Background: an optimization exercise with open tools, aiming at small area. Do not read the settings as production practice. At most, simulation tests tie the RTL to the original design; equivalence was not proved. Function not checked in run 2: the RTL went through the layout flow alone. No activity file was given, so power comes from the tool's default toggle rates.

==> flow/design.v <==
`default_nettype none
module averaged_current_sense (
  input  wire logic        clk,
  input  wire logic        rst,
  input  wire logic        s_valid,
  output logic             s_ready,
  input  wire logic [1:0]  s_channel,
  input  wire logic        s_kind,
  input  wire logic [11:0] s_sample,
  output logic             r_valid,
  input  wire logic        r_ready,
  output logic [1:0]       r_channel,
  output logic             r_kind,
  output logic [11:0]      r_average,
  output logic [19:0]      r_current_ma,
  input  wire logic        cfg_we,
  input  wire logic [1:0]  cfg_index,
  input  wire logic [15:0] cfg_data
);
  localparam logic [2:0] ST_CLEAR = 3'd0;
  localparam logic [2:0] ST_IDLE  = 3'd1;
  localparam logic [2:0] ST_SA    = 3'd2;    
  localparam logic [2:0] ST_SB    = 3'd3;    
  localparam logic [2:0] ST_DIV   = 3'd4;
  localparam logic [2:0] ST_MUL0  = 3'd5;    
  localparam logic [2:0] ST_MUL   = 3'd6;
  localparam logic [2:0] ST_OUT   = 3'd7;
  logic [10:0] meas_cnt;
  logic [10:0] cal_cnt;
  logic [11:0] deadband;
  logic [15:0] gain;
  logic [10:0] cnt_w;
  assign cnt_w[10]  = cfg_data[10];
  assign cnt_w[9:1] = cfg_data[9:1] & ~{9{cfg_data[10]}};
  assign cnt_w[0]   = !cfg_data[10] && (cfg_data[0] || cfg_data[9:1] == '0);
  logic [15:0] wdat_lo;    
  logic [15:0] wdat_hi;    
  logic [10:0] cwd_lo;
  logic [10:0] cwd_hi;
  logic [3:0]  cfg_ld;
  assign wdat_lo = cfg_data & ~{16{rst}};
  assign wdat_hi = cfg_data | {16{rst}};
  assign cwd_lo  = cnt_w & ~{11{rst}};
  assign cwd_hi  = cnt_w | {11{rst}};
  always_comb begin
    for (int i = 0; i < 4; i++) cfg_ld[i] = rst || (cfg_we && cfg_index == 2'(i));
  end
  always_ff @(posedge clk) begin
    if (cfg_ld[0]) meas_cnt <= {cwd_lo[10:7], cwd_hi[6], cwd_lo[5:0]};
    if (cfg_ld[1]) cal_cnt  <= {cwd_lo[10:8], cwd_hi[7:6], cwd_lo[5:4], cwd_hi[3], cwd_lo[2:0]};
    if (cfg_ld[2]) deadband <= {wdat_lo[11:8], wdat_hi[7], wdat_lo[6:5], wdat_hi[4],
                                wdat_lo[3], wdat_hi[2], wdat_lo[1], wdat_hi[0]};
    if (cfg_ld[3]) gain     <= {wdat_lo[15:13], wdat_hi[12], wdat_lo[11], wdat_hi[10],
                                wdat_lo[9:6], wdat_hi[5], wdat_lo[4:3], wdat_hi[2:1], wdat_lo[0]};
  end
  logic [5:0]  pos;
  logic [2:0]  state;
  logic [3:0]  k;         
  logic [1:0]  rch;
  logic        rkind;
  logic [3:0]  idx;
  assign idx = pos[3:0];
  logic at43, at44, at45, at12, at22, at23, at32;
  logic lo12;      
  logic le21;      
  logic w12_23;    
  logic w22_31;    
  logic w32_43;    
  assign at12   = (pos == 6'd12);
  assign at22   = (pos == 6'd22);
  assign at23   = (pos == 6'd23);
  assign at32   = (pos == 6'd32);
  assign at43   = (pos == 6'd43);
  assign at44   = (pos == 6'd44);
  assign at45   = (pos == 6'd45);
  assign lo12   = (pos < 6'd12);
  assign le21   = (pos <= 6'd21);
  assign w12_23 = (pos >= 6'd12) && (pos <= 6'd23);
  assign w22_31 = (pos >= 6'd22) && (pos <= 6'd31);
  assign w32_43 = (pos >= 6'd32) && (pos <= 6'd43);
  logic [45:0] ring [4];
  logic        hb;        
  logic        wr;        
  logic        wbit;
  logic        clearing;
  assign clearing = (state == ST_CLEAR);
  assign hb       = ring[rch][45];
  always_ff @(posedge clk) begin
    for (int c = 0; c < 4; c++) begin
      ring[c] <= {ring[c][44:0],
                  !clearing && ((wr && rch == 2'(c)) ? wbit : ring[c][45])};
    end
  end
  logic [11:0] q;       
  logic [11:0] rem;     
  logic [9:0]  dv;      
  logic        c;       
  logic        cb;      
  logic        ge;      
  logic        tmp;     
  logic        bq;      
  logic        prev;    
  logic        pass_r;
  logic        s_a, s_b, s_ci, s_s, s_co;
  logic [15:0] tgtv;
  logic [10:0] tgt;
  logic        len_hi;
  assign tgt  = rkind ? cal_cnt : meas_cnt;
  always_comb begin
    tgtv = '0;
    tgtv[0] = tgt[10];
    for (int j = 0; j < 10; j++) tgtv[6+j] = tgt[j];
  end
  assign s_a  = hb && !tmp;
  assign s_b  = lo12 && s_sample[idx];
  assign s_ci = at22 ? 1'b1 : ((pos == 6'd0) ? 1'b0 : c);
  assign s_s  = s_a ^ s_b ^ s_ci;
  assign s_co = (s_a & s_b) | (s_ci & (s_a ^ s_b));
  logic        g_a, g_b, g_in, g_out;
  assign g_a   = at32 ? c : s_s;
  assign g_b   = tgtv[idx];
  assign g_in  = at22 ? 1'b1 : ge;
  assign g_out = (g_a & !g_b) | (g_in & (g_a | !g_b));
  logic        d_x, d_op, d_ci, d_s, d_co;
  assign d_x  = at12 ? bq : prev;
  assign d_op = (le21 && dv[0]) ^ q[0];
  assign d_ci = at12 ? !q[0] : c;
  assign d_s  = d_x ^ d_op ^ d_ci;
  assign d_co = (d_x & d_op) | (d_ci & (d_x ^ d_op));
  logic        m_q, m_o, m_bi, m_corr, m_bo;
  assign m_q    = q[idx];
  assign m_o    = !hb;
  assign m_bi   = at32 ? 1'b1 : cb;
  assign m_corr = m_q ^ m_o ^ m_bi;
  assign m_bo   = (m_q & m_o) | (m_bi & (m_q ^ m_o));
  logic        p_b, p_in, p_out;
  assign p_b   = deadband[idx];
  assign p_in  = at32 ? 1'b1 : ge;
  assign p_out = (m_corr & !p_b) | (p_in & (m_corr | !p_b));
  logic        t_a, t_b, t_ci, t_s, t_co;
  assign t_a  = rem[0] && (state == ST_MUL) && !at44;
  assign t_b  = m_corr && pass_r && gain[~k] && (state == ST_MUL) && !at44;
  assign t_ci = at32 ? 1'b0 : c;
  assign t_s  = t_a ^ t_b ^ t_ci;
  assign t_co = (t_a & t_b) | (t_ci & (t_a ^ t_b));
  always_comb begin
    wr   = 1'b0;
    wbit = 1'b0;
    case (state)
      ST_SA: begin
        wr   = at44;
        wbit = rkind;
      end
      ST_SB: begin
        wr   = le21 || w22_31 || at45;
        wbit = at45 ? !ge : s_s;
      end
      ST_MUL0: begin
        wr   = w32_43 && rkind;
        wbit = m_q;
      end
      default: begin
      end
    endcase
  end
  assign s_ready = (state == ST_SB) && at45;
  always_ff @(posedge clk) begin
    if (rst)        pos <= 6'd0;
    else if (at45)  pos <= 6'd0;
    else            pos <= pos + 6'd1;
  end
  always_ff @(posedge clk) begin
    if (rst) begin
      state <= ST_CLEAR;
    end else begin
      case (state)
        ST_CLEAR: if (at45) state <= ST_IDLE;
        ST_IDLE:  if (s_valid && at43) state <= ST_SA;
        ST_SA:    if (at45) state <= ST_SB;
        ST_SB:    if (at45) state <= ge ? ST_DIV : ST_IDLE;
        ST_DIV:   if (at23 && k == 4'd0) state <= ST_MUL0;
        ST_MUL0:  if (at44) state <= ST_MUL;
        ST_MUL:   if (at44 && k == 4'd0) state <= ST_OUT;
        ST_OUT:   if (r_ready) state <= ST_IDLE;
        default:  state <= ST_CLEAR;
      endcase
    end
  end
  always_ff @(posedge clk) begin
    prev <= rem[0];
    case (state)
      ST_IDLE: begin
        rch   <= s_channel;
        rkind <= s_kind;
      end
      ST_SA: begin
        if (at44) tmp <= hb;                         
        if (at45) tmp <= !hb || (tmp != rkind);      
      end
      ST_SB: begin
        c <= s_co;
        if (w22_31 || at32) ge <= g_out;
        if (w12_23) rem <= {le21 && s_s, rem[11:1]};
        if (w22_31) dv  <= {s_a, dv[9:1]};
        if (at45) begin
          q[0] <= 1'b1;                              
          k    <= 4'd11;
        end
      end
      ST_DIV: begin
        if (lo12 && idx == k) bq <= hb;
        if (w12_23) begin
          c   <= d_co;
          rem <= {d_s, rem[11:1]};
        end
        if (w12_23 && le21) dv <= {dv[0], dv[9:1]};
        if (at23) begin
          q <= {q[10:0], !d_s};
          k <= k - 4'd1;
        end
      end
      ST_MUL0, ST_MUL: begin
        if (w32_43) begin
          cb <= m_bo;
          ge <= p_out;
        end
        if (w32_43 || at44) begin
          c   <= t_co;
          rem <= {at44 ? c : t_s, rem[11:1]};
        end
        if (at44) begin
          dv <= {rem[0], dv[9:1]};
          if (state == ST_MUL0) pass_r <= !rkind && cb && ge;
          else                  k <= k - 4'd1;
        end
      end
      default: begin
      end
    endcase
  end
  assign r_valid      = (state == ST_OUT);
  assign r_channel    = rch;
  assign r_kind       = rkind;
  assign r_average    = q;
  assign r_current_ma = {rem, dv[9:2]};
endmodule
`default_nettype wire
==> flow/flow/run.sh <==
#!/bin/bash
# Layout flow: the standard.sh with these changes.
#  - Synthesis is the standard flow's synthesis script (synth_recipe.tcl, ORFS synth.tcl) with
#    only ABC's script replaced by flow/abc_area.script, an area-oriented mapping.
#    Flip-flops are mapped before ABC runs, so the registers are the standard ones.
#  - The port buffers are sky130_fd_sc_hd__buf_1 instead of the resizer's pick.
#  - Clock tree synthesis clusters more flip-flops per leaf buffer.
# Each ORFS step writes its own log under orfs/logs; make's output goes to
# standard.log.
set -euo pipefail
here=$PWD

# synthesis script: a copy of ORFS's synth.tcl whose abc call uses our script
sed "s#log_cmd abc {\*}\$abc_args#set abc_args [lreplace \$abc_args 1 1 $here/flow/abc_area.script]; log_cmd abc {*}\$abc_args#" \
  "$FLOW_HOME/scripts/synth.tcl" > "$here/synth_area.tcl"
grep -q "abc_area.script" "$here/synth_area.tcl"
sed "s#source \$::env(SCRIPTS_DIR)/synth.tcl#source $here/synth_area.tcl#" \
  "$here/synth_recipe.tcl" > "$here/synth_recipe_area.tcl"
grep -q "synth_area.tcl" "$here/synth_recipe_area.tcl"
sed "s#SYNTH_SCRIPT=[^ ]*#SYNTH_SCRIPT=$here/synth_recipe_area.tcl#" \
  "$here/standard.sh" > "$here/standard_area.sh"
grep -q "synth_recipe_area.tcl" "$here/standard_area.sh"

export BUFFER_PORTS_ARGS="-buffer_cell sky130_fd_sc_hd__buf_1"
export CTS_ARGS="-sink_clustering_enable -repair_clock_nets -buf_list sky130_fd_sc_hd__clkbuf_16 -sink_clustering_size 32 -sink_clustering_max_diameter 80 -dont_use_dummy_load"
bash "$here/standard_area.sh" > "$here/standard.log" 2>&1
==> flow/flow/abc_area.script <==
&get -n
&st
&dch -f
&nf -R 1000
&st
&syn2
&dch -f
&nf -R 1000
&st
&syn2
&dch -f
&nf -R 1000
&put
topo
stime -c
==> flow/standard.sh <==
#!/bin/bash
# synth_recipe.tcl (not shown) runs the flow's synth.tcl, then flattens the netlist and writes it again
# the make line also repeats each setting of config.mk as NAME=value (left out here)
make -C /OpenROAD-flow-scripts/flow DESIGN_CONFIG=/design/flow/config.mk WORK_HOME=/design/flow/orfs CLKGATE_MAP_FILE= SYNTH_SCRIPT=/design/flow/synth_recipe.tcl "${@:-finish}"
==> flow/config.mk <==
export PLATFORM = sky130hd
export DESIGN_NAME = averaged_current_sense
export DESIGN_NICKNAME = averaged_current_sense
export VERILOG_FILES = /design/flow/design.v
export SDC_FILE = /design/flow/constraint.sdc
export NUM_CORES = 4
export LEC_CHECK = 0
export CAP_MARGIN = 20
export CORE_MARGIN = 2
export CORE_UTILIZATION = 40
export SLEW_MARGIN = 20
==> flow/constraint.sdc <==
create_clock -name core_clock -period 8.5 [get_ports {clk}]
set_input_delay 1.7000 -clock core_clock [delete_from_list [all_inputs] [get_ports {clk}]]
set_output_delay 1.7000 -clock core_clock [all_outputs]
set_load 0.01 [all_outputs]
==> results of run 1 <==
## cells in the mapped netlist (6+ instances only)
master	count
a21oi_1	16
a31oi_1	7
and2_0	9
buf_4	8
clkinv_1	13
dfxtp_1	194
edfxtp_1	97
mux2i_1	7
mux4_2	19
nand2_1	30
nand2b_1	6
nand3_1	14
nor2_1	41
nor2b_1	19
nor3_1	6
o21ai_0	8
or2_0	7
xnor2_1	6
xor2_1	6
## worst paths after layout
check               from  depth (start not counted)           to  slack (ps)
max               pos[1]                          7      s_ready        4140
max reg2reg       pos[0]                         10      rem[11]        4880
min          ring[2][35]                          0  ring[2][36]         320
min reg2reg  ring[2][35]                          0  ring[2][36]         320
## logic make-up after synthesis
family	share of synthesized area
buf+inv	0.0125
compound gates	0.0421
simple gates	0.0813
mux	0.0570
xor+xnor	0.0120
fa+ha+maj	0.0175
flops	0.778
## worst max-delay path, stage by stage, from the launching register on
cell	delay, ps
dfxtp_1	920
clkinv_1	290
ha_1	270
nand3_1	230
nor2_1	100
nand3_1	170
clkinv_1	90
buf_1	150
## metrics by stage
stage	area, sq um	hold WS [ps]	power (mW)	cells	util
after floorplan	8740	310	1.60	562	-
after global placement	9330	313	1.64	910	0.431
after detailed placement	9330	312	1.64	910	0.431
after CTS	9700	326	2.34	925	0.449
after global routing	9710	334	2.41	925	0.449
final	9710	321	2.31	925	0.449
## per-layer routing
metal / up-vias / wire [microns]
met2: 88 / 6720
met4: 0 / 229
met3: 17 / 608
met1: 2140 / 7050
li1: 2151 / -
met5: - / 0
## power by group through the flow
stage | Clock [mW] | Combinational [mW] | Sequential (mW)
detailed placement | 0 | 0.112 | 1.53
finish | 0.699 | 0.110 | 1.50
floorplan | 0 | 0.0763 | 1.52
global placement | 0 | 0.109 | 1.53
CTS | 0.727 | 0.112 | 1.50
global route | 0.776 | 0.123 | 1.51
## area by class of cell
type,count,share of cell area
timing repair buffer,76,0.0302
sequential,291,0.700
tap,280,0.0361
inverter,13,0.00503
clock buffer,15,0.0387
multi-input combinational,250,0.190
## flip-flops by register name, summed over array words and instances (netlist names), 2 cells and up
| register | count |
|---|---|
| deadband | 12 |
| gain | 16 |
| ring | 184 |
| k | 4 |
| dv | 10 |
| cal_cnt | 11 |
| state | 3 |
| rch | 2 |
| q | 12 |
| pos | 6 |
| meas_cnt | 11 |
| rem | 12 |
==> flow_metrics.py, run 1 <==
metrics = {
    "status": {
        "outcome": "timing/DRC/antenna clean",
    },
    "synth": {
        "synth-edff-count": 97,
        "yosysTopAreaCell": "dfxtp_1",
        "syn_inst": 562,
        "yosys_most_used_dff": "dfxtp_1",
        "syn_area_sq_um": 8740,
        "yosysUniqueCellTypes": 42,
        "syn_avg_cell_area_sq_um": 15.6,
        "ys_ff_latch": 291,
        "ys_async_sr_fraction": 0,
        "synthesis.nets": 609,
        "synth.area.top_cells": "dfxtp_1, edfxtp_1, mux4_2",
        "yosysTopAreaCellShare": 0.444,
        "yosysSeqAreaShare": 0.778,
        "ys_warn_count": 2,
    },
    "global_routing": {
        "grt_pass1_wl_microns": 24000,
        "overflow": 0,
        "grt_util_met1": 0.183,
        "track_usage": 0.127,
        "busiest_layer": "met2",
        "grt_util_met3": 0.0197,
        "grt_use_met2": 0.204,
        "grt_pass1_vias": 4441,
        "antenna_found_initial": 0,
        "grt_max_degree": 33,
    },
    "clock_network": {
        "clock_path_buffers": 3,
        "cts_setup_buffers": 0,
        "cts_sinks": 291,
        "cts_buffers": 15,
        "cts.root.buffer_cell": "clkbuf_16",
        "cts_tree": "done",
        "cts_resized": 0,
        "insertion_delay_ps": 500,
        "h-tree-depth": 1,
        "cts_hold_buffers": 0,
        "clk_pin_slew_ps": 110,
    },
    "die": {
        "die_area_sq_um": 23000,
        "pin_count": 75,
        "core_area_sq_um": 21600,
        "start_util": 0.404,
        "die_w_microns": 152,
        "fp-row-count": 54,
        "die_h_microns": 152,
    },
    "timing": {
        "skew_ps": 80.6,
        "min_period_ps": 4360,
        "rsz0062_at_grt": "false",
        "slew_headroom": 0.278,
        "report.final.slew_viol_count": 0,
        "fin_tns_setup_ps": 0,
        "timing_hold_violations_final": 0,
        "fin_ws_ps": 4140,
        "finalSetupViolCount": 0,
        "worst_pin_slew_ps": 1080,
        "fmax_ghz": 0.230,
        "period_share": 0.513,
    },
    "drt": {
        "viasPerCell": 4.75,
        "antenna_left": 0,
        "wire_per_inst_microns": 15.8,
        "first_pass_iters": 4,
        "first_iter_violations": 254,
        "vias": 4396,
        "remaining_drc_errors": 0,
        "wl_microns": 14600,
    },
    "critical_path": {
        "required_ps": 6800,
        "startpoint_type": "flop",
        "cp.arrival_ps": 2660,
        "end_kind": "output port",
        "critPathMaxFanout": 20,
        "critical_path_class": "flop to output port",
    },
    "placement": {
        "gp_congestion": 0.830,
        "place_ws_ps": 4420,
        "dp_hpwl_microns": 10200,
        "port_buffers": 74,
    },
    "finish": {
        "final_cell_mix": "dfxtp_1, edfxtp_1, buf_1",
        "fin_nets": 694,
        "regArea_sq_um": 6800,
        "n_antenna_cell": 0,
        "multi_input_area_sq_um": 1840,
        "drive_gt1_frac": 0.0589,
        "syn_to_final_growth_pct": 11.1,
        "final_common_cell": "dfxtp_1",
        "num-fill-cells": 1966,
    },
    "pwr": {
        "combinationalPowerShare": 0.048,
        "p_switching_mw": 0.468,
        "p_per_area_nw_per_um2": 238,
        "p_leak_nw": 3.39,
        "sw_frac_of_total": 0.203,
        "power.share.clock": 0.303,
        "sequentialPowerShare": 0.650,
        "p_int_mw": 1.84,
        "vdd_drop_max_uv": 129,
    },
    "worst_hold_path": {
        "hold_class": "flop to flop",
    },
    "flow_run": {
        "maxCapViolCount": 0,
    },
}
==> run 2: changes to the inputs <==
--- a/flow/design.v
+++ b/flow/design.v
@@ -30,8 +30,4 @@
   logic [11:0] deadband;
   logic [15:0] gain;
-  logic [10:0] cnt_w;
-  assign cnt_w[10]  = cfg_data[10];
-  assign cnt_w[9:1] = cfg_data[9:1] & ~{9{cfg_data[10]}};
-  assign cnt_w[0]   = !cfg_data[10] && (cfg_data[0] || cfg_data[9:1] == '0);
   logic [15:0] wdat_lo;    
   logic [15:0] wdat_hi;    
@@ -41,6 +37,6 @@
   assign wdat_lo = cfg_data & ~{16{rst}};
   assign wdat_hi = cfg_data | {16{rst}};
-  assign cwd_lo  = cnt_w & ~{11{rst}};
-  assign cwd_hi  = cnt_w | {11{rst}};
+  assign cwd_lo  = cfg_data[10:0] & ~{11{rst}};
+  assign cwd_hi  = cfg_data[10:0] | {11{rst}};
   always_comb begin
     for (int i = 0; i < 4; i++) cfg_ld[i] = rst || (cfg_we && cfg_index == 2'(i));
@@ -61,13 +57,14 @@
   logic [3:0]  idx;
   assign idx = pos[3:0];
-  logic at43, at44, at45, at12, at22, at23, at32;
+  logic at43, at44, at45, at12, at22, at32, at33;
   logic lo12;      
   logic le21;      
   logic w12_23;    
   logic w22_31;    
+  logic w22_33;    
   logic w32_43;    
   assign at12   = (pos == 6'd12);
   assign at22   = (pos == 6'd22);
-  assign at23   = (pos == 6'd23);
+  assign at33   = (pos == 6'd33);
   assign at32   = (pos == 6'd32);
   assign at43   = (pos == 6'd43);
@@ -78,4 +75,5 @@
   assign w12_23 = (pos >= 6'd12) && (pos <= 6'd23);
   assign w22_31 = (pos >= 6'd22) && (pos <= 6'd31);
+  assign w22_33 = (pos >= 6'd22) && (pos <= 6'd33);
   assign w32_43 = (pos >= 6'd32) && (pos <= 6'd43);
   logic [45:0] ring [4];
@@ -94,5 +92,5 @@
   logic [11:0] q;       
   logic [11:0] rem;     
-  logic [9:0]  dv;      
+  logic [7:0]  pl;      
   logic        c;       
   logic        cb;      
@@ -100,5 +98,4 @@
   logic        tmp;     
   logic        bq;      
-  logic        prev;    
   logic        pass_r;
   logic        s_a, s_b, s_ci, s_s, s_co;
@@ -121,9 +118,10 @@
   assign g_b   = tgtv[idx];
   assign g_in  = at22 ? 1'b1 : ge;
-  assign g_out = (g_a & !g_b) | (g_in & (g_a | !g_b));
-  logic        d_x, d_op, d_ci, d_s, d_co;
-  assign d_x  = at12 ? bq : prev;
-  assign d_op = (le21 && dv[0]) ^ q[0];
-  assign d_ci = at12 ? !q[0] : c;
+  assign g_out = at32 ? (g_a | (g_in & !g_b)) : ((g_a & !g_b) | (g_in & (g_a | !g_b)));
+  logic        d_x, d_d, d_op, d_ci, d_s, d_co;
+  assign d_x  = at22 ? bq : rem[0];
+  assign d_d  = (pos <= 6'd31) ? hb : ((pos == 6'd32) && tmp);
+  assign d_op = d_d ^ q[0];
+  assign d_ci = at22 ? q[0] : c;
   assign d_s  = d_x ^ d_op ^ d_ci;
   assign d_co = (d_x & d_op) | (d_ci & (d_x ^ d_op));
@@ -179,5 +177,5 @@
         ST_SA:    if (at45) state <= ST_SB;
         ST_SB:    if (at45) state <= ge ? ST_DIV : ST_IDLE;
-        ST_DIV:   if (at23 && k == 4'd0) state <= ST_MUL0;
+        ST_DIV:   if (at45 && k == 4'd15) state <= ST_MUL0;
         ST_MUL0:  if (at44) state <= ST_MUL;
         ST_MUL:   if (at44 && k == 4'd0) state <= ST_OUT;
@@ -188,5 +186,4 @@
   end
   always_ff @(posedge clk) begin
-    prev <= rem[0];
     case (state)
       ST_IDLE: begin
@@ -202,5 +199,5 @@
         if (w22_31 || at32) ge <= g_out;
         if (w12_23) rem <= {le21 && s_s, rem[11:1]};
-        if (w22_31) dv  <= {s_a, dv[9:1]};
+        if (at32) tmp <= c;                          
         if (at45) begin
           q[0] <= 1'b1;                              
@@ -210,10 +207,10 @@
       ST_DIV: begin
         if (lo12 && idx == k) bq <= hb;
-        if (w12_23) begin
-          c   <= d_co;
-          rem <= {d_s, rem[11:1]};
-        end
-        if (w12_23 && le21) dv <= {dv[0], dv[9:1]};
-        if (at23) begin
+        if (w22_33) begin
+          c       <= d_co;
+          rem[11] <= d_s;
+        end
+        if (w22_33 && !at22) rem[10:0] <= rem[11:1];
+        if (at33) begin
           q <= {q[10:0], !d_s};
           k <= k - 4'd1;
@@ -230,5 +227,5 @@
         end
         if (at44) begin
-          dv <= {rem[0], dv[9:1]};
+          pl <= {rem[0], pl[7:1]};
           if (state == ST_MUL0) pass_r <= !rkind && cb && ge;
           else                  k <= k - 4'd1;
@@ -243,5 +240,5 @@
   assign r_kind       = rkind;
   assign r_average    = q;
-  assign r_current_ma = {rem, dv[9:2]};
+  assign r_current_ma = {rem, pl};
 endmodule
 `default_nettype wire
==> run 2 against run 1 <==
Sequential power down 3%; die area is 1.4% lower; via count decreased by 0.73%; largest cell class unchanged; synthesized cell count shrank 2.8%; worst setup slack improved by 160 ps; critical path depth shrank 3; highest routed layer unchanged; combinational power decreased by 37%; still clean.
==> flow_metrics.py, run 2 <==
metrics = {
    "status": {
        "outcome": "timing/DRC/antenna clean",
    },
    "critical_path": {
        "critical_path_class": "flop to output port",
        "path_cells": "ha_1 -> nand3_1 -> nor2_1 -> buf_1",
        "required_ps": 6800,
        "startpoint_type": "flop",
        "cp.arrival_ps": 2500,
        "cp_slowest_cell": "dfxtp_1",
        "startpoint": "pos[0]",
        "critPathMaxFanout": 20,
        "end_kind": "output port",
        "rr_startpoint": "pos[0]",
        "critPathMaxStageDelay_ps": 980,
    },
    "finish": {
        "top_regs": "ring: 184 flops, gain: 16 flops",
        "final_common_cell": "dfxtp_1",
        "final_cell_mix": "dfxtp_1, edfxtp_1, buf_1",
        "syn_to_final_growth_pct": 11.9,
        "num-fill-cells": 1875,
        "post-route-util": 0.457,
        "fin_nets": 690,
        "n_antenna_cell": 0,
        "drive_gt1_frac": 0.0642,
        "largest_reg_flops": 184,
        "regMostFlops": "ring",
    },
    "synth": {
        "yosysTopAreaCellShare": 0.448,
        "synth-edff-count": 95,
        "ys_ff_latch": 288,
        "yosysUniqueCellTypes": 45,
        "synth_xor_area_frac": 0.0112,
        "synthTopCellsByCount": "dfxtp_1, edfxtp_1, nor2_1",
        "synth_top_family_by_area": "simple AND/OR/NAND/NOR gates",
        "ys_async_sr_fraction": 0,
        "syn_avg_cell_area_sq_um": 15.8,
        "syn_area_sq_um": 8620,
        "synth-compound-area-share": 0.0417,
        "synthAdderAreaFrac": 0.0195,
        "yosys_most_used_dff": "dfxtp_1",
        "yosysSeqAreaShare": 0.780,
        "syn_inst": 546,
        "synth_most_common_cell": "dfxtp_1",
        "synthesis.nets": 595,
        "synth.area.top_cells": "dfxtp_1, edfxtp_1, mux4_2",
        "yosysTopAreaCell": "dfxtp_1",
        "ys_warn_count": 2,
        "muxShareOfSynthArea": 0.0588,
        "yosys.area_share.simple": 0.0854,
    },
    "timing": {
        "worst_pin_slew_ps": 987,
        "fin_ws_ps": 4300,
        "min_period_ps": 4200,
        "rsz0062_at_grt": "false",
        "slew_headroom": 0.341,
        "period_share": 0.494,
        "fmax_ghz": 0.238,
        "report.final.slew_viol_count": 0,
        "fin_tns_setup_ps": 0,
        "finalSetupViolCount": 0,
        "skew_ps": 57.6,
        "timing_hold_violations_final": 0,
    },
    "clock_network": {
        "cts_sinks": 288,
        "clk_pin_slew_ps": 110,
        "h-tree-depth": 1,
        "cts_hold_buffers": 0,
        "cts_tree": "done",
        "cts_resized": 0,
        "cts_buffers": 14,
        "cts_setup_buffers": 0,
        "cts.root.buffer_cell": "clkbuf_16",
        "insertion_delay_ps": 490,
        "clock_path_buffers": 3,
    },
    "drt": {
        "remaining_drc_errors": 0,
        "viasPerCell": 4.77,
        "first_pass_iters": 4,
        "vias": 4364,
        "first_iter_violations": 289,
        "wire_per_inst_microns": 16.4,
        "wl_microns": 15000,
        "antenna_left": 0,
    },
    "die": {
        "core_area_sq_um": 21100,
        "die_h_microns": 151,
        "start_util": 0.409,
        "die_w_microns": 151,
        "pin_count": 75,
        "die_area_sq_um": 22700,
        "fp-row-count": 53,
    },
    "pwr": {
        "p_switching_mw": 0.431,
        "combinationalPowerShare": 0.032,
        "sequentialPowerShare": 0.660,
        "vdd_drop_max_uv": 118,
        "sw_frac_of_total": 0.195,
        "p_int_mw": 1.77,
        "p_per_area_nw_per_um2": 229,
        "power.share.clock": 0.308,
        "p_leak_nw": 3.41,
    },
    "global_routing": {
        "grt_pass1_vias": 4325,
        "track_usage": 0.136,
        "grt_pass1_wl_microns": 23900,
        "overflow": 0,
        "antenna_found_initial": 0,
        "grt_max_degree": 34,
    },
    "placement": {
        "dp_hpwl_microns": 10200,
        "port_buffers": 74,
        "place_ws_ps": 4230,
        "gp_congestion": 0.819,
    },
    "flow_run": {
        "maxCapViolCount": 0,
    },
    "worst_hold_path": {
        "min-delay-start": "ring[2][19]",
        "hold_class": "flop to flop",
    },
}
## run 2: critical path: cells and delay by family (launching register included)
family	cells	cell delay, ps
DFF	1	980
and+or+nand+nor	2	460
adders and majority gates	1	340
buffers and inverters	1	240
## run 2: area by class of cell
cell class / count / area, sq um / share of cell area
well taps: 275 / 344 / 0.0357
clock buffers: 14 / 350 / 0.0363
inverters: 9 / 33.8 / 0.00350
repair buffers: 79 / 315 / 0.0327
multi-input cells: 249 / 1880 / 0.195
flip-flops and latches: 288 / 6720 / 0.697
## run 2: routing by layer
| metal | GRT usage | routed length (microns) | up-vias |
|---|---|---|---|
| li1 | - | - | 2121 |
| met1 | 0.195 | 7280 | 2130 |
| met2 | 0.211 | 6610 | 92 |
| met3 | 0.0230 | 715 | 21 |
| met4 | 0.0411 | 343 | 0 |
| met5 | 0 | 0 | - |
## run 2: final timing paths
check,to,slack (ps),depth (start not counted)
worst max register to register,rem[11],4520,12
worst min-delay path,ring[2][20],330,0
worst min register to register,ring[2][20],330,0
worst max-delay path,s_ready,4300,4
## run 2: cells by family (layout without fill, tap and decap cells)
kind of cell | Yosys count | in the layout
DFF | 288 | 288
and+or+nand+nor | 145 | 145
AOI/OAI and AO/OA | 54 | 54
muxes | 28 | 28
adders and majority gates | 11 | 11
xor gates and xnor gates | 11 | 11
buffers and inverters | 9 | 102
## run 2: stage by stage
step	hold WS, ps	instance area, sq um	total power [mW]	instances
after detailed placement	312	9280	1.56	900
after global placement	312	9280	1.55	900
after CTS	325	9630	2.24	914
after global routing	332	9640	2.29	914
after floorplan	310	8620	1.53	546
final	329	9640	2.20	914
## run 2: power groups by stage
stage	clock, mW	sequential (mW)	combinational [mW]
2_1_floorplan	0	1.48	0.0437
3_3_place_gp	0	1.49	0.0693
3_5_place_dp	0	1.49	0.0698
4_1_cts	0.710	1.46	0.0699
5_1_grt	0.756	1.46	0.0781
6_report	0.679	1.45	0.0698
==> run 3: changes to the inputs <==
--- a/flow/design.v
+++ b/flow/design.v
@@ -97,6 +97,4 @@
   logic        ge;      
   logic        tmp;     
-  logic        bq;      
-  logic        pass_r;
   logic        s_a, s_b, s_ci, s_s, s_co;
   logic [15:0] tgtv;
@@ -120,5 +118,5 @@
   assign g_out = at32 ? (g_a | (g_in & !g_b)) : ((g_a & !g_b) | (g_in & (g_a | !g_b)));
   logic        d_x, d_d, d_op, d_ci, d_s, d_co;
-  assign d_x  = at22 ? bq : rem[0];
+  assign d_x  = at22 ? cb : rem[0];
   assign d_d  = (pos <= 6'd31) ? hb : ((pos == 6'd32) && tmp);
   assign d_op = d_d ^ q[0];
@@ -138,5 +136,5 @@
   logic        t_a, t_b, t_ci, t_s, t_co;
   assign t_a  = rem[0] && (state == ST_MUL) && !at44;
-  assign t_b  = m_corr && pass_r && gain[~k] && (state == ST_MUL) && !at44;
+  assign t_b  = m_corr && ge && gain[~k] && (state == ST_MUL) && !at44;
   assign t_ci = at32 ? 1'b0 : c;
   assign t_s  = t_a ^ t_b ^ t_ci;
@@ -206,5 +204,5 @@
       end
       ST_DIV: begin
-        if (lo12 && idx == k) bq <= hb;
+        if (lo12 && idx == k) cb <= hb;
         if (w22_33) begin
           c       <= d_co;
@@ -218,8 +216,6 @@
       end
       ST_MUL0, ST_MUL: begin
-        if (w32_43) begin
-          cb <= m_bo;
-          ge <= p_out;
-        end
+        if (w32_43) cb <= m_bo;
+        if (w32_43 && state == ST_MUL0) ge <= p_out;
         if (w32_43 || at44) begin
           c   <= t_co;
@@ -228,5 +224,5 @@
         if (at44) begin
           pl <= {rem[0], pl[7:1]};
-          if (state == ST_MUL0) pass_r <= !rkind && cb && ge;
+          if (state == ST_MUL0) ge <= !rkind && cb && ge;
           else                  k <= k - 4'd1;
         end
--- a/flow/flow/run.sh
+++ b/flow/flow/run.sh
@@ -23,4 +23,4 @@
 
 export BUFFER_PORTS_ARGS="-buffer_cell sky130_fd_sc_hd__buf_1"
-export CTS_ARGS="-sink_clustering_enable -repair_clock_nets -buf_list sky130_fd_sc_hd__clkbuf_16 -sink_clustering_size 32 -sink_clustering_max_diameter 80 -dont_use_dummy_load"
+export CTS_ARGS="-sink_clustering_enable -repair_clock_nets -buf_list sky130_fd_sc_hd__clkbuf_8 -sink_clustering_size 18 -sink_clustering_max_diameter 50 -dont_use_dummy_load"
 bash "$here/standard_area.sh" > "$here/standard.log" 2>&1
==> run 3 against run 2 <==
First-iteration DRC count rose by 0.69%; critical path type unchanged; utilization fell by 0.13 points; highest routed layer unchanged; die area fell by 0.98%; cell count rose by 1.2%; non-clock buffer count did not move; critical endpoint unchanged; sequential power barely moved; global-route usage barely moved; total power fell by 0.69%.
==> flow_metrics.py, run 3 <==
metrics = {
    "global_routing": {
        "grt_pass1_wl_microns": 23800,
        "grt_pass1_vias": 4549,
        "overflow": 0,
        "track_usage": 0.135,
        "busiest_layer": "met2",
        "antenna_found_initial": 0,
        "grt_use_met2": 0.225,
        "grt_util_met1": 0.180,
        "grt_max_degree": 34,
        "grt_util_met3": 0.0220,
    },
    "clock_network": {
        "h-tree-depth": 1,
        "cts_setup_buffers": 0,
        "insertion_delay_ps": 550,
        "cts_hold_buffers": 0,
        "clk_pin_slew_ps": 90,
        "clock_path_buffers": 3,
        "cts_tree": "done",
        "cts_sinks": 286,
        "cts_resized": 0,
        "cts.root.buffer_cell": "clkbuf_8",
        "cts_buffers": 26,
    },
    "synth": {
        "yosysTopAreaCellShare": 0.453,
        "yosysTopAreaCell": "dfxtp_1",
        "ys_async_sr_fraction": 0,
        "synthTopCellsByCount": "dfxtp_1, edfxtp_1, nor2_1",
        "yosysSeqAreaShare": 0.780,
        "synth_most_common_cell": "dfxtp_1",
        "synth_top_family_by_area": "simple AND/OR/NAND/NOR gates",
        "syn_area_sq_um": 8530,
        "ys_warn_count": 2,
        "syn_inst": 545,
        "synthesis.nets": 594,
        "ys_ff_latch": 286,
        "yosysUniqueCellTypes": 38,
        "synth_xor_area_frac": 0.0123,
        "synth.area.top_cells": "dfxtp_1, edfxtp_1, mux4_2",
        "synth-edff-count": 93,
        "yosys_most_used_dff": "dfxtp_1",
        "syn_avg_cell_area_sq_um": 15.7,
        "muxShareOfSynthArea": 0.0593,
        "yosys.area_share.simple": 0.0783,
        "synthAdderAreaFrac": 0.0197,
        "synth-compound-area-share": 0.0452,
    },
    "critical_path": {
        "critPathMaxStageDelay_ps": 1010,
        "cp_slowest_cell": "dfxtp_1",
        "required_ps": 6800,
        "crit_buf_inv": 2,
        "path_delay_family": "flip-flops",
        "path_cells": "clkinv_1 -> ha_1 -> and3_1 -> and2_0 -> buf_1",
        "r2r_slack_ps": 4530,
        "startpoint_type": "flop",
        "end_kind": "output port",
        "critical_path_class": "flop to output port",
        "critPathMaxFanout": 21,
        "cp.arrival_ps": 2850,
    },
    "timing": {
        "period_share": 0.535,
        "rsz0062_at_grt": "false",
        "slew_headroom": 0.297,
        "holdWs_ps": 297,
        "worst_pin_slew_ps": 1050,
        "fmax_ghz": 0.220,
        "timing_hold_violations_final": 0,
        "finalSetupViolCount": 0,
        "fin_tns_setup_ps": 0,
        "report.final.slew_viol_count": 0,
        "min_period_ps": 4550,
        "skew_ps": 53.8,
    },
    "die": {
        "pin_count": 75,
        "die_area_sq_um": 22500,
        "start_util": 0.407,
        "fp-row-count": 53,
        "core_area_sq_um": 21000,
        "die_h_microns": 150,
        "die_w_microns": 150,
    },
    "finish": {
        "final_cell_mix": "dfxtp_1, edfxtp_1, buf_1",
        "top_regs": "ring: 184 flops, gain: 16 flops",
        "drive_gt1_frac": 0.0785,
        "fin_nets": 701,
        "num-fill-cells": 1890,
        "final_common_cell": "dfxtp_1",
        "syn_to_final_growth_pct": 12.0,
        "n_antenna_cell": 0,
        "largest_reg_flops": 184,
        "regArea_sq_um": 6660,
        "stdcell_area_sq_um": 9550,
        "regMostFlops": "ring",
        "multi_input_area_sq_um": 1840,
    },
    "pwr": {
        "p_per_area_nw_per_um2": 229,
        "p_leak_nw": 3.35,
        "vdd_drop_max_uv": 86.1,
    },
    "drt": {
        "first_iter_violations": 291,
        "antenna_left": 0,
        "viasPerCell": 4.77,
        "wl_microns": 14900,
        "first_pass_iters": 4,
        "vias": 4409,
        "remaining_drc_errors": 0,
        "wire_per_inst_microns": 16.1,
    },
    "placement": {
        "gp_congestion": 0.839,
        "dp_hpwl_microns": 10100,
        "port_buffers": 74,
        "placed_area_sq_um": 9180,
    },
    "status": {
        "outcome": "timing/DRC/antenna clean",
    },
    "worst_hold_path": {
        "hold_class": "flop to flop",
    },
    "flow_run": {
        "maxCapViolCount": 0,
    },
}
==> run 3: cell types whose count changed in the layout (fill, tap and decap cells not counted), moves of 3 or more <==
cell / delta
a21oi_1: +5
nand2b_1: -3
o21ai_0: +6
nand2_1: +4
nand3_1: -5
xnor2_1: +3
clkbuf_8: +26
clkbuf_16: -14
==> run 3: area by class of cell <==
cell class | count | area share
flip-flops and latches | 286 | 0.697
multi-input cells | 248 | 0.193
clock buffers | 26 | 0.0375
well taps | 275 | 0.0360
repair buffers | 79 | 0.0330
inverters | 11 | 0.00432
==> run 3: per-layer routing <==
metal | share of wire | routed length (microns) | vias to the layer above
met1 | 0.46 | 6890 | 2119
met4 | 0.026 | 381 | 0
li1 | - | - | 2140
met3 | 0.045 | 665 | 31
met2 | 0.47 | 6970 | 119
met5 | 0 | 0 | -
==> run 3: report_power, final <==
group          internal, mW  switching [mW]  total [mW]
registers              1.43          0.0156        1.45
clock network         0.272           0.390       0.662
logic                0.0382          0.0388      0.0770
total                  1.74           0.444        2.19
==> run 3: kinds of logic (layout without fill, tap and decap cells) <==
group                      after synthesis  in the layout
DFF                                    286            286
and+or+nand+nor                        135            135
AOI/OAI and AO/OA                       62             62
muxes                                   28             28
xor gates and xnor gates                12             12
adders and majority gates               11             11
buffers and inverters                   11            116
==> run 3: final timing paths <==
kind | startpoint | endpoint | depth (start not counted)
hold reg to reg | ring[0][21] | ring[0][22] | 0
setup reg to reg | pos[0] | rem[11] | 10
hold / removal | ring[0][21] | ring[0][22] | 0
setup / recovery | pos[1] | s_ready | 5
==> run 3: per-stage QoR <==
step                      utilization  setup slack, ps  std cells  power, mW
after floorplan                     -             4550        545       1.53
after global placement          0.438             4040        898       1.56
after detailed placement        0.438             4000        898       1.56
after CTS                       0.455             3890        924       2.22
after global routing            0.456             3780        925       2.29
final                           0.456             3950        925       2.19
==> run 4: changes to the inputs <==
--- a/flow/flow/run.sh
+++ b/flow/flow/run.sh
@@ -23,4 +23,4 @@
 
 export BUFFER_PORTS_ARGS="-buffer_cell sky130_fd_sc_hd__buf_1"
-export CTS_ARGS="-sink_clustering_enable -repair_clock_nets -buf_list sky130_fd_sc_hd__clkbuf_8 -sink_clustering_size 18 -sink_clustering_max_diameter 50 -dont_use_dummy_load"
+export CTS_ARGS="-sink_clustering_enable -repair_clock_nets -buf_list sky130_fd_sc_hd__clkbuf_16 -sink_clustering_size 40 -sink_clustering_max_diameter 60 -dont_use_dummy_load"
 bash "$here/standard_area.sh" > "$here/standard.log" 2>&1
==> run 4 against run 3 <==
Sequential share of layout area decreased by 0.13 points; critical endpoint unchanged; highest routed layer unchanged; global-route usage shrank 0.31 points; combinational power is essentially flat; sequential power barely moved; first-iteration DRC count rose by 13%; critical path type unchanged.
==> flow_metrics.py, run 4 <==
metrics = {
    "drt": {
        "vias": 4326,
        "wl_microns": 14700,
        "first_iter_violations": 328,
        "viasPerCell": 4.73,
        "first_pass_iters": 4,
        "antenna_left": 0,
        "remaining_drc_errors": 0,
        "wire_per_inst_microns": 16.0,
    },
    "placement": {
        "gp_congestion": 0.839,
        "dp_hpwl_microns": 10100,
        "post-place-cells": 898,
        "port_buffers": 74,
    },
    "clock_network": {
        "cts.root.buffer_cell": "clkbuf_16",
        "h-tree-depth": 1,
        "cts_tree": "done",
        "cts_resized": 0,
        "clk_pin_slew_ps": 120,
        "insertion_delay_ps": 510,
        "cts_buffers": 15,
        "cts_sinks": 286,
        "clock_path_buffers": 3,
        "cts_hold_buffers": 0,
        "cts_setup_buffers": 0,
    },
    "critical_path": {
        "path_cells": "clkinv_1 -> ha_1 -> and3_1 -> and2_0 -> buf_1",
        "critPathMaxFanout": 21,
        "end_kind": "output port",
        "critPathMaxStageDelay_ps": 1010,
        "required_ps": 6800,
        "critical_path_class": "flop to output port",
        "cp.arrival_ps": 2780,
        "cp_slowest_cell": "dfxtp_1",
        "startpoint_type": "flop",
    },
    "die": {
        "die_area_sq_um": 22500,
        "fp-row-count": 53,
        "die_w_microns": 150,
        "start_util": 0.407,
        "core_area_sq_um": 21000,
        "die_h_microns": 150,
        "pin_count": 75,
    },
    "synth": {
        "syn_area_sq_um": 8530,
        "synth_most_common_cell": "dfxtp_1",
        "synthTopCellsByCount": "dfxtp_1, edfxtp_1, nor2_1",
        "synth.area.top_cells": "dfxtp_1, edfxtp_1, mux4_2",
        "syn_avg_cell_area_sq_um": 15.7,
        "yosysUniqueCellTypes": 38,
        "ys_ff_latch": 286,
        "ys_warn_count": 2,
        "yosys_most_used_dff": "dfxtp_1",
        "syn_inst": 545,
        "synth-edff-count": 93,
        "yosysTopAreaCellShare": 0.453,
        "ys_async_sr_fraction": 0,
        "yosysTopAreaCell": "dfxtp_1",
        "synthesis.nets": 594,
        "yosysSeqAreaShare": 0.780,
    },
    "finish": {
        "multi_input_area_sq_um": 1840,
        "regArea_sq_um": 6660,
        "drive_gt1_frac": 0.0626,
        "final_cell_mix": "dfxtp_1, edfxtp_1, buf_1",
        "largest_reg_flops": 184,
        "syn_to_final_growth_pct": 12.2,
        "top_regs": "ring: 184 flops, gain: 16 flops",
        "regMostFlops": "ring",
        "fin_cells": 914,
        "n_antenna_cell": 0,
        "fin_nets": 690,
        "num-fill-cells": 1884,
        "final_common_cell": "dfxtp_1",
    },
    "timing": {
        "slew_headroom": 0.263,
        "skew_ps": 75.9,
        "rsz0062_at_grt": "false",
        "report.final.slew_viol_count": 0,
        "finalSetupViolCount": 0,
        "timing_hold_violations_final": 0,
        "period_share": 0.527,
        "fmax_ghz": 0.223,
        "fin_tns_setup_ps": 0,
        "worst_pin_slew_ps": 1090,
        "min_period_ps": 4480,
    },
    "global_routing": {
        "track_usage": 0.132,
        "grt_pass1_wl_microns": 23300,
        "overflow": 0,
        "antenna_found_initial": 0,
        "grt_max_degree": 41,
        "grt_pass1_vias": 4387,
    },
    "flow_run": {
        "maxCapViolCount": 0,
    },
    "pwr": {
        "p_leak_nw": 3.35,
        "p_per_area_nw_per_um2": 232,
        "vdd_drop_max_uv": 124,
        "finalPower_mw": 2.22,
    },
    "status": {
        "outcome": "timing/DRC/antenna clean",
    },
    "worst_hold_path": {
        "hold_class": "flop to flop",
    },
}
==> run 4: power by group <==
group          switching, mW  internal [mW]
registers             0.0158           1.43
clock network          0.378          0.317
logic                 0.0388         0.0382
==> run 4: worst max-delay path: cells and delay by family (launching register included) <==
kind                       cells  cell delay, ps
and+or+nand+nor                2             550
buffers and inverters          2             490
DFF                            1            1010
adders and majority gates      1             290
==> run 4: path summary, 6_finish.rpt <==
path                    start     endpoint  slack [ps]  cells past startpoint
hold / removal    ring[1][10]  ring[1][11]         290                      0
setup reg to reg       pos[0]      rem[11]        4530                     10
hold reg to reg   ring[1][10]  ring[1][11]         290                      0
setup / recovery       pos[1]      s_ready        4020                      5
==> run 4: per-stage QoR <==
step	setup WS, ps	hold WS (ps)	cell area (sq um)	utilization
after floorplan	4550	310	8530	-
after global placement	4040	313	9180	0.438
after detailed placement	4000	312	9180	0.438
after CTS	3960	295	9560	0.456
after global routing	3840	297	9570	0.457
final	4020	294	9570	0.457
==> run 4: area by class of cell <==
type                       instances  area share
clock buffer                      15      0.0392
inverter                          11     0.00431
multi-input combinational        248       0.192
sequential                       286       0.695
tap                              275      0.0359
timing repair buffer              79      0.0329
==> run 4: cells by family after synthesis <==
logic type | synth area share
compound gates | 0.0452
mux | 0.0593
flops | 0.780
buf+inv | 0.00484
simple gates | 0.0783
xor+xnor | 0.0123
fa+ha+maj | 0.0197
==> run 4: per-layer routing <==
layer | up-vias | GRT usage | wire [microns]
li1 | 2117 | - | -
met2 | 93 | 0.221 | 6830
met1 | 2093 | 0.181 | 6920
met5 | - | 0 | 0
met3 | 23 | 0.0186 | 614
met4 | 0 | 0.0401 | 301
==> run 5: changes to the inputs <==
--- a/flow/flow/run.sh
+++ b/flow/flow/run.sh
@@ -23,4 +23,4 @@
 
 export BUFFER_PORTS_ARGS="-buffer_cell sky130_fd_sc_hd__buf_1"
-export CTS_ARGS="-sink_clustering_enable -repair_clock_nets -buf_list sky130_fd_sc_hd__clkbuf_16 -sink_clustering_size 40 -sink_clustering_max_diameter 60 -dont_use_dummy_load"
+export CTS_ARGS="-sink_clustering_enable -repair_clock_nets -buf_list sky130_fd_sc_hd__clkbuf_16 -sink_clustering_size 30 -sink_clustering_max_diameter 150 -dont_use_dummy_load "
 bash "$here/standard_area.sh" > "$here/standard.log" 2>&1
==> run 5 against run 4 <==
Sequential cell count unchanged; first-iteration DRC count is 4.3% lower; hold slack improved by 21 ps; die area unchanged; synthesized cell count unchanged; total power decreased by 2.1%; clock-buffer cell count shrank 2; synthesized area is the same; critical path depth unchanged; critical endpoint unchanged; largest power group unchanged; highest routed layer unchanged.
==> flow_metrics.py, run 5 <==
metrics = {
    "finish": {
        "fin_nets": 688,
        "syn_to_final_growth_pct": 11.6,
        "drive_gt1_frac": 0.0597,
        "largest_reg_flops": 184,
        "final_common_cell": "dfxtp_1",
        "regMostFlops": "ring",
        "final_cell_mix": "dfxtp_1, edfxtp_1, buf_1",
        "top_regs": "ring: 184 flops, gain: 16 flops",
        "n_antenna_cell": 0,
    },
    "pwr": {
        "p_leak_nw": 3.33,
        "finalPower_mw": 2.18,
        "p_per_area_nw_per_um2": 229,
        "vdd_drop_max_uv": 104,
    },
    "synth": {
        "synth.area.top_cells": "dfxtp_1, edfxtp_1, mux4_2",
        "synthesis.nets": 594,
        "syn_inst": 545,
        "synthTopCellsByCount": "dfxtp_1, edfxtp_1, nor2_1",
        "synth_top_family_by_area": "simple AND/OR/NAND/NOR gates",
        "yosysUniqueCellTypes": 38,
        "yosysTopAreaCell": "dfxtp_1",
        "synth-compound-area-share": 0.0452,
        "synth-edff-count": 93,
        "yosys_most_used_dff": "dfxtp_1",
        "ys_warn_count": 2,
        "synthAdderAreaFrac": 0.0197,
        "yosysTopAreaCellShare": 0.453,
        "yosysSeqAreaShare": 0.780,
        "ys_async_sr_fraction": 0,
        "muxShareOfSynthArea": 0.0593,
        "yosys.area_share.simple": 0.0783,
        "syn_area_sq_um": 8530,
        "syn_avg_cell_area_sq_um": 15.7,
        "ys_ff_latch": 286,
        "synth_xor_area_frac": 0.0123,
        "synth_most_common_cell": "dfxtp_1",
    },
    "die": {
        "fp-row-count": 53,
        "start_util": 0.407,
        "core_area_sq_um": 21000,
        "die_w_microns": 150,
        "die_h_microns": 150,
        "die_area_sq_um": 22500,
        "pin_count": 75,
    },
    "timing": {
        "rsz0062_at_grt": "false",
        "fin_ws_ps": 3970,
        "holdWs_ps": 314,
        "slew_headroom": 0.304,
        "fmax_ghz": 0.221,
        "worst_pin_slew_ps": 1040,
        "timing_hold_violations_final": 0,
        "min_period_ps": 4530,
        "finalSetupViolCount": 0,
        "skew_ps": 61.4,
        "report.final.slew_viol_count": 0,
        "fin_tns_setup_ps": 0,
        "period_share": 0.533,
    },
    "clock_network": {
        "cts_tree": "done",
        "cts_resized": 0,
        "cts_buffers": 13,
        "cts_hold_buffers": 0,
        "insertion_delay_ps": 490,
        "clock_path_buffers": 3,
        "cts_sinks": 286,
        "clk_pin_slew_ps": 110,
        "cts.root.buffer_cell": "clkbuf_16",
        "cts_setup_buffers": 0,
        "h-tree-depth": 1,
    },
    "critical_path": {
        "critical_path_class": "flop to output port",
        "startpoint_type": "flop",
        "cp.arrival_ps": 2830,
        "required_ps": 6800,
        "startpoint": "pos[1]",
        "critPathMaxFanout": 21,
        "rr_startpoint": "pos[0]",
        "end_kind": "output port",
    },
    "placement": {
        "gp_congestion": 0.839,
        "port_buffers": 74,
        "dp_hpwl_microns": 10100,
        "place_ws_ps": 4000,
    },
    "drt": {
        "first_iter_violations": 314,
        "first_pass_iters": 4,
        "wl_microns": 14700,
        "viasPerCell": 4.75,
        "wire_per_inst_microns": 16.1,
        "antenna_left": 0,
        "vias": 4336,
        "remaining_drc_errors": 0,
    },
    "global_routing": {
        "grt_use_met2": 0.222,
        "grt_util_met1": 0.180,
        "busiest_layer": "met2",
        "track_usage": 0.132,
        "grt_pass1_wl_microns": 23300,
        "grt_pass1_vias": 4399,
        "grt_util_met3": 0.0192,
        "overflow": 0,
        "grt_max_degree": 34,
        "antenna_found_initial": 0,
    },
    "status": {
        "outcome": "timing/DRC/antenna clean",
    },
    "worst_hold_path": {
        "hold_class": "flop to flop",
        "min-delay-start": "ring[1][3]",
    },
    "flow_run": {
        "maxCapViolCount": 0,
    },
}
==> run 5: cells by family (layout without fill, tap and decap cells) <==
group | after synthesis | count (layout)
AOI/OAI and AO/OA | 62 | 62
xor gates and xnor gates | 12 | 12
adders and majority gates | 11 | 11
buffers and inverters | 11 | 103
DFF | 286 | 286
muxes | 28 | 28
and+or+nand+nor | 135 | 135
==> run 5: area by class of cell <==
cell class / count / area (sq um)
Sequential cell: 286 / 6660
Timing Repair Buffer: 79 / 315
Fill cell: 1887 / 11400
Clock buffer: 13 / 325
Multi-Input combinational cell: 248 / 1840
Inverter: 11 / 41.3
Tap cell: 275 / 344
==> run 5: worst paths after layout <==
kind	end	slack [ps]	cells after the start
max	s_ready	3970	5
min	ring[1][4]	310	0
max reg2reg	rem[11]	4540	10
min reg2reg	ring[1][4]	310	0
==> run 5: critical path, stage by stage (launching register included) <==
cell and delay (ps):
dfxtp_1 1030, clkinv_1 320, ha_1 290, and3_1 280
and2_0 270, buf_1 170
==> run 5: stage by stage <==
stage                     std cells  area [sq um]  utilization
after detailed placement        898          9180        0.438
final                           912          9520        0.454
after floorplan                 545          8530            -
after global routing            912          9520        0.454
after global placement          898          9180        0.438
after CTS                       911          9510        0.454
==> run 5: metal layers <==
metal	share of wire	routed length, microns
met3	0.038	557
met5	0	0
met1	0.47	6960
met4	0.018	260
met2	0.47	6930
==> run 5: power breakdown <==
part	switching, mW	total, mW	internal [mW]
logic	0.0390	0.0772	0.0382
clock network	0.372	0.649	0.277
registers	0.0158	1.45	1.43
total	0.427	2.18	1.75
==> run 6: changes to the inputs <==
--- a/flow/flow/run.sh
+++ b/flow/flow/run.sh
@@ -23,4 +23,4 @@
 
 export BUFFER_PORTS_ARGS="-buffer_cell sky130_fd_sc_hd__buf_1"
-export CTS_ARGS="-sink_clustering_enable -repair_clock_nets -buf_list sky130_fd_sc_hd__clkbuf_16 -sink_clustering_size 30 -sink_clustering_max_diameter 150 -dont_use_dummy_load "
+export CTS_ARGS="-sink_clustering_enable -repair_clock_nets -buf_list sky130_fd_sc_hd__clkbuf_16 -sink_clustering_size 33 -sink_clustering_max_diameter 150 -dont_use_dummy_load -root_buf sky130_fd_sc_hd__clkbuf_8"
 bash "$here/standard_area.sh" > "$here/standard.log" 2>&1
==> run 6 against run 5 <==
Maximum frequency fell by 1.3%; sequential cell count did not move; first-iteration DRC count is 9.2% lower; combinational power hardly changed; final area down 0.62%; sequential power barely moved; critical path type unchanged; cell count decreased by 0.11%; largest cell class unchanged; die area stayed put; synthesized cell count unchanged.
==> flow_metrics.py, run 6 <==
metrics = {
    "synth": {
        "syn_inst": 545,
        "syn_area_sq_um": 8530,
        "yosysTopAreaCell": "dfxtp_1",
        "yosys.area_share.simple": 0.0783,
        "yosysTopAreaCellShare": 0.453,
        "yosysUniqueCellTypes": 38,
        "yosys_most_used_dff": "dfxtp_1",
        "synthAdderAreaFrac": 0.0197,
        "synth_top_family_by_area": "simple AND/OR/NAND/NOR gates",
        "yosysSeqAreaShare": 0.780,
        "synth-compound-area-share": 0.0452,
        "synth_xor_area_frac": 0.0123,
        "muxShareOfSynthArea": 0.0593,
        "synth.area.top_cells": "dfxtp_1, edfxtp_1, mux4_2",
        "synth_most_common_cell": "dfxtp_1",
        "ys_warn_count": 2,
        "synth-edff-count": 93,
        "synthesis.nets": 594,
        "ys_async_sr_fraction": 0,
        "synthTopCellsByCount": "dfxtp_1, edfxtp_1, nor2_1",
        "syn_avg_cell_area_sq_um": 15.7,
        "ys_ff_latch": 286,
    },
    "status": {
        "outcome": "timing/DRC/antenna clean",
    },
    "finish": {
        "final_cell_mix": "dfxtp_1, edfxtp_1, buf_1",
        "fin_nets": 687,
        "final_common_cell": "dfxtp_1",
        "drive_gt1_frac": 0.0582,
        "num-fill-cells": 1890,
        "regMostFlops": "ring",
        "stdcell_area_sq_um": 9460,
        "largest_reg_flops": 184,
        "multi_input_area_sq_um": 1840,
        "regArea_sq_um": 6660,
        "syn_to_final_growth_pct": 10.9,
        "top_regs": "ring: 184 flops, gain: 16 flops",
        "n_antenna_cell": 0,
    },
    "global_routing": {
        "grt_pass1_vias": 4389,
        "grt_max_degree": 34,
        "antenna_found_initial": 0,
        "grt_pass1_wl_microns": 23100,
        "track_usage": 0.131,
        "overflow": 0,
    },
    "critical_path": {
        "crit_buf_inv": 2,
        "cp.arrival_ps": 2890,
        "critical_path_class": "flop to output port",
        "end_kind": "output port",
        "critPathMaxStageDelay_ps": 1040,
        "startpoint_type": "flop",
        "cp_slowest_cell": "dfxtp_1",
        "critPathMaxFanout": 21,
        "path_cells": "clkinv_1 -> ha_1 -> and3_1 -> and2_0 -> buf_1",
        "required_ps": 6800,
        "path_delay_family": "flip-flops",
    },
    "placement": {
        "placed_area_sq_um": 9180,
        "port_buffers": 74,
        "gp_congestion": 0.839,
        "dp_hpwl_microns": 10100,
    },
    "drt": {
        "vias": 4323,
        "remaining_drc_errors": 0,
        "first_iter_violations": 285,
        "wl_microns": 14600,
        "first_pass_iters": 4,
        "antenna_left": 0,
        "viasPerCell": 4.75,
        "wire_per_inst_microns": 16.1,
    },
    "die": {
        "pin_count": 75,
        "die_area_sq_um": 22500,
        "start_util": 0.407,
        "die_w_microns": 150,
        "core_area_sq_um": 21000,
        "die_h_microns": 150,
        "fp-row-count": 53,
    },
    "pwr": {
        "sw_frac_of_total": 0.198,
        "vdd_drop_max_uv": 106,
        "combinationalPowerShare": 0.036,
        "power.share.clock": 0.279,
        "p_per_area_nw_per_um2": 224,
        "sequentialPowerShare": 0.685,
        "p_int_mw": 1.70,
        "p_leak_nw": 3.30,
        "p_switching_mw": 0.420,
    },
    "timing": {
        "min_period_ps": 4590,
        "period_share": 0.540,
        "fin_tns_setup_ps": 0,
        "rsz0062_at_grt": "false",
        "report.final.slew_viol_count": 0,
        "slew_headroom": 0.298,
        "skew_ps": 38.7,
        "fmax_ghz": 0.218,
        "timing_hold_violations_final": 0,
        "worst_pin_slew_ps": 1050,
        "finalSetupViolCount": 0,
    },
    "clock_network": {
        "cts_resized": 0,
        "clock_path_buffers": 3,
        "cts_sinks": 286,
        "cts_setup_buffers": 0,
        "cts.root.buffer_cell": "clkbuf_8",
        "h-tree-depth": 1,
        "cts_buffers": 12,
        "clk_pin_slew_ps": 120,
        "cts_hold_buffers": 0,
        "insertion_delay_ps": 520,
        "cts_tree": "done",
    },
    "worst_hold_path": {
        "hold_class": "flop to flop",
    },
    "flow_run": {
        "maxCapViolCount": 0,
    },
}
-- run 6: worst reg2reg max path, cell delays in order, from the launching register on --
cell	delay, ps
dfxtp_1	940
clkinv_1	520
ha_1	400
nand3_1	170
nand2b_1	90
fa_1	550
nand4_1	110
a21oi_1	300
fa_1	470
nand2_1	70
nand4_1	90
-- run 6: power groups by stage --
stage / registers, mW / logic [mW] / clock network, mW
3_5_place_dp: 1.48 / 0.0770 / 0
3_3_place_gp: 1.48 / 0.0758 / 0
6_report: 1.45 / 0.0772 / 0.590
4_1_cts: 1.45 / 0.0773 / 0.613
2_1_floorplan: 1.48 / 0.0515 / 0
5_1_grt: 1.45 / 0.0861 / 0.659
-- run 6: metrics by stage --
step	std cells	hold WS, ps	power [mW]	utilization	setup slack, ps
6_report	911	330	2.12	0.452	3910
5_1_grt	911	340	2.20	0.452	3740
4_1_cts	910	336	2.14	0.451	3860
3_5_place_dp	898	312	1.56	0.438	4000
3_3_place_gp	898	313	1.56	0.438	4040
2_1_floorplan	545	310	1.53	-	4550
-- run 6: area by class of cell --
cell class	instances	share of cell area
sequential	286	0.703
timing repair buffer	79	0.0333
tap	275	0.0364
multi-input combinational	248	0.194
clock buffer	12	0.0282
inverter	11	0.00436
-- run 6: logic make-up (layout without fill, tap and decap cells) --
family | after synthesis | after routing
AO/OA/AOI/OAI | 62 | 62
XOR/XNOR | 12 | 12
adder cells (fa/ha/maj) | 11 | 11
buffers and inverters | 11 | 102
flip-flops | 286 | 286
multiplexers | 28 | 28
AND/OR/NAND/NOR | 135 | 135
-- run 6: per-layer routing --
layer / vias up / GRT usage / wire length [microns]
li1: 2108 / - / -
met5: - / 0 / 0
met4: 0 / 0.0354 / 284
met1: 2100 / 0.177 / 6920
met2: 98 / 0.222 / 6830
met3: 17 / 0.0183 / 588
-- run 6: path summary, 6_finish.rpt --
check,from,end,slack [ps],cells after the start
max reg2reg,pos[0],rem[11],4560,10
max,pos[1],s_ready,3910,5
min,ring[1][43],ring[1][44],330,0
min reg2reg,ring[1][43],ring[1][44],330,0
==> run 7: changes to the inputs <==
==> flow/flow/abc_area.script (replaced) <==
strash
dch -f
amap
strash
dch -f
amap
topo
stime -c
==> run 7 against run 6 <==
Still clean on timing, DRC and antenna; die area decreased by 0.54%; hold slack better by 2.4 ps; total power grew 11%; clock-buffer cell count stayed put; register-to-register slack worse by 490 ps; largest cell class unchanged.
==> flow_metrics.py, run 7 <==
metrics = {
    "drt": {
        "first_iter_violations": 411,
        "wl_microns": 16000,
        "first_pass_iters": 6,
        "vias": 4876,
        "antenna_left": 0,
        "remaining_drc_errors": 0,
        "wire_per_inst_microns": 16.4,
        "viasPerCell": 5.00,
    },
    "synth": {
        "ys_warn_count": 2,
        "ys_async_sr_fraction": 0,
        "syn_avg_cell_area_sq_um": 13.9,
        "syn_inst": 611,
        "synthTopCellsByCount": "dfxtp_1, edfxtp_1, nor2_1",
        "synth_most_common_cell": "dfxtp_1",
        "yosysTopAreaCell": "dfxtp_1",
        "synthesis.nets": 660,
        "yosys_most_used_dff": "dfxtp_1",
        "yosysTopAreaCellShare": 0.456,
        "yosysUniqueCellTypes": 35,
        "yosysSeqAreaShare": 0.785,
        "synth.area.top_cells": "dfxtp_1, edfxtp_1, o22ai_1",
        "syn_area_sq_um": 8480,
        "synth-edff-count": 93,
        "ys_ff_latch": 286,
    },
    "die": {
        "fp-row-count": 53,
        "die_w_microns": 150,
        "die_h_microns": 150,
        "core_area_sq_um": 20900,
        "die_area_sq_um": 22400,
        "pin_count": 75,
        "start_util": 0.406,
    },
    "pwr": {
        "p_switching_mw": 0.566,
        "combinationalPowerShare": 0.100,
        "vdd_drop_max_uv": 126,
        "sw_frac_of_total": 0.241,
        "finalPower_mw": 2.35,
        "p_per_area_nw_per_um2": 250,
        "sequentialPowerShare": 0.648,
        "power.share.clock": 0.251,
        "p_leak_nw": 3.24,
        "p_int_mw": 1.78,
    },
    "clock_network": {
        "cts_setup_buffers": 0,
        "cts_resized": 0,
        "h-tree-depth": 1,
        "cts_tree": "done",
        "cts.root.buffer_cell": "clkbuf_8",
        "clock_path_buffers": 3,
        "cts_buffers": 12,
        "insertion_delay_ps": 520,
        "cts_hold_buffers": 0,
        "cts_sinks": 286,
        "clk_pin_slew_ps": 120,
    },
    "timing": {
        "worst_pin_slew_ps": 922,
        "slew_headroom": 0.383,
        "fin_ws_ps": 3630,
        "report.final.slew_viol_count": 0,
        "rsz0062_at_grt": "false",
        "fin_tns_setup_ps": 0,
        "fmax_ghz": 0.205,
        "timing_hold_violations_final": 0,
        "skew_ps": 35.7,
        "finalSetupViolCount": 0,
        "holdWs_ps": 332,
        "min_period_ps": 4870,
        "period_share": 0.573,
    },
    "critical_path": {
        "crit_buf_inv": 4,
        "startpoint_type": "flop",
        "path_cells": "clkinv_1 -> nor2_1 -> clkinv_1 -> nor3_1 -> clkinv_1 -> nor2_1 -> buf_1",
        "required_ps": 6800,
        "path_delay_family": "simple AND/OR/NAND/NOR gates",
        "crit_top_cell": "clkinv_1",
        "cp_slowest_cell": "nor3_1",
        "end_kind": "output port",
        "cp.arrival_ps": 3170,
        "critPathMaxStageDelay_ps": 580,
        "critical_path_class": "flop to output port",
        "critPathMaxFanout": 8,
    },
    "placement": {
        "dp_hpwl_microns": 10900,
        "gp_congestion": 0.882,
        "place_ws_ps": 4170,
        "port_buffers": 74,
    },
    "status": {
        "outcome": "timing/DRC/antenna clean",
    },
    "finish": {
        "largest_reg_flops": 184,
        "top_regs": "ring: 184 flops, gain: 16 flops",
        "num-fill-cells": 1885,
        "fin_nets": 752,
        "regMostFlops": "ring",
        "n_antenna_cell": 0,
        "final_common_cell": "dfxtp_1",
        "syn_to_final_growth_pct": 10.8,
        "final_cell_mix": "dfxtp_1, edfxtp_1, buf_1",
        "drive_gt1_frac": 0.0228,
    },
    "global_routing": {
        "grt_pass1_vias": 4811,
        "antenna_found_initial": 0,
        "grt_pass1_wl_microns": 25600,
        "overflow": 0,
        "grt_max_degree": 34,
        "track_usage": 0.144,
    },
    "worst_hold_path": {
        "hold_class": "flop to flop",
    },
    "flow_run": {
        "maxCapViolCount": 0,
    },
}
run 7: cell types whose count changed after synthesis, sizes merged, moves of 6 or more:
cell    change
or2         -9
mux4       -18
nor2b      -12
xnor2       -8
a22oi       +9
nor3        +7
mux2i      -10
nand2       -7
nor2       +30
o22ai      +45
o221ai      +6
and2        -7
clkinv     +44
a221oi      +7
run 7: final timing paths:
kind | startpoint | to | slack, ps | depth (start not counted)
min reg2reg | ring[1][8] | ring[1][9] | 330 | 0
max | pos[3] | s_ready | 3630 | 7
min | ring[1][8] | ring[1][9] | 330 | 0
max reg2reg | pos[1] | rem[11] | 4070 | 13
run 7: stage by stage:
stage                     utilization  std cells  cell area [sq um]
final                           0.450        976               9400
after global routing            0.450        976               9400
after CTS                       0.450        976               9400
after detailed placement        0.437        964               9130
after global placement          0.437        964               9130
after floorplan                     -        611               8480
run 7: logic make-up after synthesis:
kind of cell,Yosys count,share of synthesized area
simple gates,132,0.0679
buf+inv,55,0.0243
flops,286,0.785
fa+ha+maj,11,0.0198
compound gates,127,0.103
run 7: area by class of cell:
type / instances / area, sq um / area share
flip-flops and latches: 286 / 6660 / 0.708
well taps: 275 / 344 / 0.0366
inverters: 55 / 206 / 0.0220
repair buffers: 78 / 308 / 0.0327
clock buffers: 12 / 267 / 0.0284
multi-input cells: 270 / 1620 / 0.172
run 7: power groups by stage:
stage               Combinational, mW  Sequential [mW]  Clock, mW
floorplan                       0.147             1.55          0
global placement                0.231             1.55          0
detailed placement              0.233             1.55          0
CTS                             0.234             1.52      0.613
global route                    0.263             1.53      0.653
finish                          0.236             1.52      0.590
run 7: metal layers:
metal | up-vias | GRT usage | part of all wire
li1 | 2368 | - | -
met1 | 2331 | 0.211 | 0.49
met2 | 149 | 0.219 | 0.43
met3 | 28 | 0.0274 | 0.058
met4 | 0 | 0.0443 | 0.026
met5 | - | 0 | 0

what the ideal ports hide:
No port has a modelled driver above. Below, the same layouts with a new extraction and two added sets of constraints.
Step 1 (the two cells are an assumption about what drives the block):
set clk [get_ports {clk}]
set_driving_cell -lib_cell sky130_fd_sc_hd__clkbuf_16 $clk
set_driving_cell -lib_cell sky130_fd_sc_hd__buf_2 [delete_from_list [all_inputs] $clk]
Step 2 times the ports against the registers' clock, not the clock port: input delays grow and output delays shrink by t, the midpoint of the rising clock arrivals with the driver on.
Slacks: ideal / step 1 / step 2; pairs: ideal / step 1.
| run | t, ns | slack for setup (ns) | clock arrival spread, ns | worst data-port slew with drivers (ns) | pins driven straight from the clock port |
|---|---|---|---|---|---|
| run 1 | 0.501 | 4.143 / 4.104 / 4.476 | 0.080 / 0.081 | 0.03 | 1 |
| run 2 | 0.504 | 4.299 / 4.255 / 4.207 | 0.059 / 0.059 | 0.04 | 1 |
| run 3 | 0.563 | 3.952 / 3.914 / 3.975 | 0.068 / 0.068 | 0.04 | 1 |
| run 4 | 0.520 | 4.017 / 3.970 / 3.982 | 0.076 / 0.076 | 0.04 | 1 |
| run 5 | 0.502 | 3.971 / 3.929 / 4.004 | 0.062 / 0.061 | 0.04 | 1 |
| run 6 | 0.540 | 3.913 / 3.875 / 3.958 | 0.039 / 0.039 | 0.04 | 1 |
| run 7 | 0.537 | 3.627 / 3.589 / 4.075 | 0.036 / 0.036 | 0.05 | 1 |
After both steps every run listed still meets setup and hold. The setup slack of run 2, which loses most, moves by -0.044 ns with the drivers and by -0.092 ns with both steps.
